This is an optimization exercise on Yosys and OpenROAD, whose aim is small area, a short achievable clock period and few clock cycles per item, not a production implementation. The RTL was checked by simulation tests, not by an equivalence proof against the original design.

Setup of yarrow:
==> flow/design.v (excerpt) <==
module gradient_stop_colormap_unit (
   input  logic         clock,
   input  logic         reset,
   input  logic         csr_we,
   input  logic [2:0]   csr_index,
   input  logic [31:0]  csr_wdata,
   input  logic         req_tvalid,
   output logic         req_tready,
   input  logic [7:0]   req_tdata,    
   output logic         rsp_tvalid,
   input  logic         rsp_tready,
   output logic [23:0]  rsp_tdata     
);
   localparam int QDEPTH = 7;
   localparam int CAP    = QDEPTH + 1;    
   localparam int CW     = $clog2(CAP + 1);
   logic        acc, pop;
   logic [CW-1:0] cnt_ff, cnt_in;
   logic        rdy_ff;
   logic        f_valid, f_interp, f_gta;
   logic [23:0] f_ca, f_cb;
   logic [7:0]  f_pa, f_pb, f_lvl;
   logic        b_valid;
   logic [23:0] b_rgb;
   logic [23:0] q_data;
   assign acc = req_tvalid && rdy_ff;
   assign pop = rsp_tvalid && rsp_tready;
   always_comb begin
      cnt_in = cnt_ff;
      if (acc && !pop) cnt_in = cnt_ff + CW'(1);
      else if (pop && !acc) cnt_in = cnt_ff - CW'(1);
   end
   always_ff @(posedge clock) begin
      if (reset) begin
         cnt_ff <= '0;
         rdy_ff <= 1'b1;
      end else begin
         cnt_ff <= cnt_in;
         rdy_ff <= (cnt_in < CW'(CAP));
      end
   end
   assign req_tready = rdy_ff;
   gscm_front u_front (
      .clock     (clock),
      .reset     (reset),
      .csr_we    (csr_we),
      .csr_index (csr_index),
      .csr_wdata (csr_wdata),
      .in_acc    (acc),
      .in_level  (req_tdata),
      .out_valid (f_valid),
      .out_ca    (f_ca),
      .out_cb    (f_cb),
      .out_pa    (f_pa),
      .out_pb    (f_pb),
      .out_lvl   (f_lvl),
      .out_interp (f_interp),
      .out_gta   (f_gta)
   );
   gscm_back u_back (
      .clock     (clock),
      .reset     (reset),
      .in_valid  (f_valid),
      .in_ca     (f_ca),
      .in_cb     (f_cb),
      .in_pa     (f_pa),
  ...
make LEC_CHECK=0 CAP_MARGIN=20 CORE_MARGIN=2 CORE_UTILIZATION=55 CTS_CLUSTER_DIAMETER=80 CTS_CLUSTER_SIZE=28 SETUP_SLACK_MARGIN=4.5 SLEW_MARGIN=20 finish   # period 9.0 ns
run.sh (not shown) runs the stock make flow with config.mk's settings and CLKGATE_MAP_FILE= SYNTH_SCRIPT=/design/flow/synth_recipe.tcl, a recipe that flattens the netlist after the stock synthesis.
yarrow closes out successfully: all stages finished, all timing, DRC and antenna checks passed.
Testbench counts of yarrow, summed over its fixed seeds: cycles 18,373, items 16,000.
Changes in nickel relative to yarrow:
Settings: CORE_UTILIZATION: 55 -> 70; CTS_CLUSTER_SIZE: 28 -> unset; CTS_CLUSTER_DIAMETER: 80 -> unset.
==> summary.txt <==
nickel vs. yarrow: area added between synthesis and finish went up by 2.6 points.

trial 67:
Starting RTL as in the previous note.
export LEC_CHECK = 0
export CAP_MARGIN = 20
export CORE_MARGIN = 2
export CORE_UTILIZATION = 55
export CTS_CLUSTER_DIAMETER = 80
export CTS_CLUSTER_SIZE = 28
export SETUP_SLACK_MARGIN = 4.75
export SLEW_MARGIN = 20
create_clock -name core_clock -period 9.0 [get_ports {clock}]
Testbench counts of trial 67, summed over its fixed seeds: cycles 18,373, items 16,000.
Changes in build 8 relative to trial 67:
Settings: changing CORE_UTILIZATION from 55 to 70; changing SETUP_SLACK_MARGIN from 4.75 to 3.5; removing CTS_CLUSTER_DIAMETER (formerly 80); removing CTS_CLUSTER_SIZE (formerly 28).
Findings:
Summary of build 8 over trial 67: proportion of cell area occupied by registers rose by 0.81 points; share of cell area taken by multi-input logic gates fell by 0.80 points; worst hold slack fell by 0.025 ns.
Of the two values seen for cell group occupying the most layout area, multi-input gates was produced by trial 67 and sequential cells by build 8.

Starting RTL as in the previous note.
export LEC_CHECK = 0
export CAP_MARGIN = 20
export CORE_MARGIN = 2
export CORE_UTILIZATION = 55
export CTS_CLUSTER_DIAMETER = 80
export CTS_CLUSTER_SIZE = 28
export SETUP_SLACK_MARGIN = 5
export SLEW_MARGIN = 20
create_clock -name core_clock -period 9.0 [get_ports {clock}]
Testbench counts at the start, summed over its fixed seeds: cycles 18,373, items 16,000.
==> next run, changes <==
Settings changed: CTS_CLUSTER_DIAMETER 80 to not set, CTS_CLUSTER_SIZE 28 to not set.
Effect:
- The changed run passed the timing, design-rule and antenna checks
- register-to-register slack improves by 0.03 ns
- wire length went up by about 2%
- core utilization went up by 1.5 points
- non-clock buffer count went down by 31
- sequential share of layout area went down by 0.91 points
- design area went up by 2.3%
==> next run, changes <==
Settings changed: SETUP_SLACK_MARGIN 5 to 4.75.
Result:
- final area decreases by 4.1%
- setup slack is about the same
- maximum frequency hardly moves
- core utilization goes down by 2.8 points
- wire length is lower by 3.1%
- area after synthesis stays the same
==> next run, changes <==
Settings changed: CTS_BUF_LIST set to sky130_fd_sc_hd__clkbuf_4 sky130_fd_sc_hd__clkbuf_8, CTS_CLUSTER_SIZE set to 24, SETUP_SLACK_MARGIN 4.75 to 4.5.
What happened: Worst setup slack is worse by 0.20 ns. First-iteration DRC count went down by 18%. Via count fell by 0.90%. Synthesized area is unchanged. Register-to-register slack is worse by 0.18 ns. Hold slack degrades by 0.024 ns. Non-clock buffer count fell by 71. Final area is lower by 2.4%.

[afterwards: timing with drivers on the ports]
The results above use ideal ports. As a check the final layouts listed here were re-extracted and re-timed, cells and wires unchanged.
Step 1, drivers: a clkbuf_16 drives clock and a buf_2 each remaining input, both assumed.
Step 2 also shifts input and output timing later by t, the mid clock arrival at the registers, as if the neighbouring blocks saw the same clock.
Slacks: no drivers / after step 1 / after step 2; pairs: no drivers / after step 1.
run	t (ns)	setup WS [ns]	hold WS [ns]	latest minus earliest clock arrival (ns)	cell pins on the clock port's net
yarrow	0.694	4.629 / 4.665 / 3.971	0.318 / 0.318 / 0.318	0.030 / 0.030	1
nickel	0.695	4.609 / 4.609 / 4.090	0.300 / 0.300 / 0.300	0.062 / 0.063	1
trial 67	0.699	4.829 / 4.829 / 4.237	0.319 / 0.319 / 0.319	0.049 / 0.048	1
build 8	0.693	3.863 / 3.863 / 3.322	0.294 / 0.294 / 0.294	0.061 / 0.061	1
the first run of note 3	0.685	4.791 / 4.791 / 4.461	0.318 / 0.318 / 0.318	0.037 / 0.037	1
the second run of note 3	0.707	4.821 / 4.821 / 4.429	0.296 / 0.296 / 0.296	0.059 / 0.059	1
the third run of note 3	0.724	4.819 / 4.819 / 4.202	0.311 / 0.311 / 0.311	0.051 / 0.051	1
the fourth run of note 3	0.858	4.617 / 4.643 / 3.794	0.287 / 0.287 / 0.287	0.065 / 0.064	1
After both steps setup and hold are still met in every run listed. The setup slack of the fourth run of note 3, which loses most, moves by +0.026 ns with the drivers and by -0.823 ns with both steps.
